What follows belongs to an exercise in optimizing a design on an open flow for small area; a production flow would make more cautious choices. In this exercise RTL edits were held to simulation tests only and were not proved equivalent to the original. Power is estimated from default activity; no workload was simulated.

## job 101
==> flow/design.v (excerpt) <==
module photon_host_ctrl #(
   parameter int NWORDS        = 8,
   parameter int POLL_TIMEOUT  = 1024,
   parameter int SETTLE_CYCLES = 1
) (
   input  logic                 clk,
   input  logic                 rst,
   input  logic                 start,
   input  logic [32*NWORDS-1:0] msg,
   output logic                 busy,
   output logic                 done,
   output logic                 err,
   output logic [32*NWORDS-1:0] digest,
   output logic [2:0]           bus_opcode,
   output logic [2:0]           bus_addr,
   output logic [31:0]          bus_data_in,
   input  logic [31:0]          bus_data_out,
   input  logic                 bus_ready
);
Size in the first run: about 1700 cells after synthesis, about 590 I/O pins, roughly 0.017 sq mm of cells after synthesis.
clock: 5.0 ns
lec_check: 0
cap_margin: 20
core_margin: 2
core_utilization: 50
place_density: 0.65
slew_margin: 20
standard.sh (not shown) runs the stock make flow with config.mk's settings and CLKGATE_MAP_FILE= SYNTH_SCRIPT=/design/flow/synth_recipe.tcl, a recipe that flattens the netlist after the stock synthesis.
==> flow/flow/run.sh <==
#!/bin/bash
# Standard ORFS layout with small port buffers and a lighter clock tree.
export BUFFER_PORTS_ARGS="-buffer_cell sky130_fd_sc_hd__buf_1"
export CTS_ARGS="-sink_clustering_enable -repair_clock_nets -dont_use_dummy_load -sink_clustering_size 20 -sink_clustering_max_diameter 50 -buf_list sky130_fd_sc_hd__clkbuf_8"
bash standard.sh > standard.log 2>&1
Job 101 finished end to end and its layout was clean on timing, DRC and antenna.
Here is what was changed in the inputs of job 102 compared with job 101.
Settings: SLEW_MARGIN changed from 20 to 0; CAP_MARGIN changed from 20 to 0.
==> flow/flow/run.sh <==
#!/bin/bash
# Standard ORFS layout with small port buffers and a lighter clock tree.
export BUFFER_PORTS_ARGS="-buffer_cell sky130_fd_sc_hd__buf_1"
export CTS_ARGS="-sink_clustering_enable -repair_clock_nets -dont_use_dummy_load -sink_clustering_size 10 -sink_clustering_max_diameter 40 -buf_list sky130_fd_sc_hd__clkbuf_4"
bash standard.sh > standard.log 2>&1
Findings:
No stage failed in job 102, and the final checks on the layout all came back clean. No stage failed in job 101, and the final checks on the layout all came back clean. Job 101 -> job 102: count of mapped cells out of synthesis delta 0, exact match. Count of plain and timing-repair buffers: job 101 vs job 102 identical. Comparing job 102 and job 101, the lower fill cell total of the finished layout was measured on job 101. The post-route cell area in job 102 sits 0.37% below the value recorded for job 101. From job 101 to job 102 the numbers moved as follows: via count increased by 159 relative to the old numbers; internal power component down about 1.4%; power consumption decreased about 0.6%; total clock network power has decreased. Comparing job 102 and job 101, number of non-filler instances in the completed layout is lower on job 101. Going from job 101 to job 102, the switching power share of the total was found to have gone up by 0.47 points. Row post-route clock period utilization: job 102 higher / job 101 lower.

* * *

== xenon ==
Starting RTL as in the previous note.
==> flow/config.mk <==
export PLATFORM = sky130hd
export DESIGN_NAME = photon_host_ctrl
export DESIGN_NICKNAME = photon_host_ctrl
export VERILOG_FILES = /design/flow/design.v
export SDC_FILE = /design/flow/constraint.sdc
export NUM_CORES = 4
export LEC_CHECK = 0
export CAP_MARGIN = 20
export CORE_MARGIN = 2
export CORE_UTILIZATION = 50
export PLACE_DENSITY = 0.65
export SLEW_MARGIN = 20
==> flow/constraint.sdc <==
create_clock -name core_clock -period 5.0 [get_ports {clk}]
set_input_delay 1.0000 -clock core_clock [delete_from_list [all_inputs] [get_ports {clk}]]
set_output_delay 1.0000 -clock core_clock [all_outputs]
set_load 0.01 [all_outputs]
==> flow/flow/run.sh <==
#!/bin/bash
# Standard ORFS layout with small port buffers and a lighter clock tree.
export BUFFER_PORTS_ARGS="-buffer_cell sky130_fd_sc_hd__buf_1"
export CTS_ARGS="-sink_clustering_enable -repair_clock_nets -dont_use_dummy_load -sink_clustering_size 24 -sink_clustering_max_diameter 40 -buf_list sky130_fd_sc_hd__clkbuf_8"
bash standard.sh > standard.log 2>&1
xenon finished all stages; the layout is clean.
Input-level comparison between cedar and xenon:
==> flow/flow/run.sh <==
#!/bin/bash
# Standard ORFS layout with small port buffers and a lighter clock tree.
export BUFFER_PORTS_ARGS="-buffer_cell sky130_fd_sc_hd__buf_1"
export CTS_ARGS="-sink_clustering_enable -repair_clock_nets -dont_use_dummy_load -sink_clustering_size 20 -sink_clustering_max_diameter 60 -buf_list sky130_fd_sc_hd__clkbuf_8"
bash standard.sh > standard.log 2>&1
==> notes.md <==
Comparing xenon with cedar, the wire length came out essentially unchanged. Reported for cedar and xenon, fraction of the yosys area taken by sequential cells turned out identical to the last digit. cedar -> xenon: xor and xnor fraction of the mapped netlist area delta 0, exact match. In the metrics for cedar and xenon, the one carrying the lower cell-internal power is cedar.

-- afterwards: timing with drivers on the ports --
How much do the figures lean on ideal ports? The routed layouts below were timed once more, with nothing changed but the port constraints.
Step 1 sets driving cells, clkbuf_16 on the clock port and buf_2 on the other inputs (assumed; they add their load-dependent delay and slew).
Step 2 times the ports against the registers' clock, not the clock port: input delays grow and output delays shrink by t, the midpoint of the rising clock arrivals with the driver on.
Slacks: ideal ports / drivers / drivers and shift; pairs: ideal ports / drivers.
run | shift t [ns] | setup slack, ns | hold WS [ns] | pins driven straight from the clock port
job 101 | 0.611 | 1.319 / 1.269 / 1.879 | 0.356 / 0.348 / 0.411 | 1
job 102 | 0.773 | 1.194 / 1.143 / 1.916 | 0.209 / 0.200 / 0.426 | 1
xenon | 0.649 | 1.312 / 1.262 / 1.910 | 0.328 / 0.323 / 0.406 | 1
cedar | 0.601 | 1.330 / 1.279 / 1.880 | 0.361 / 0.353 / 0.415 | 1
After both steps setup and hold are still met in every run listed.
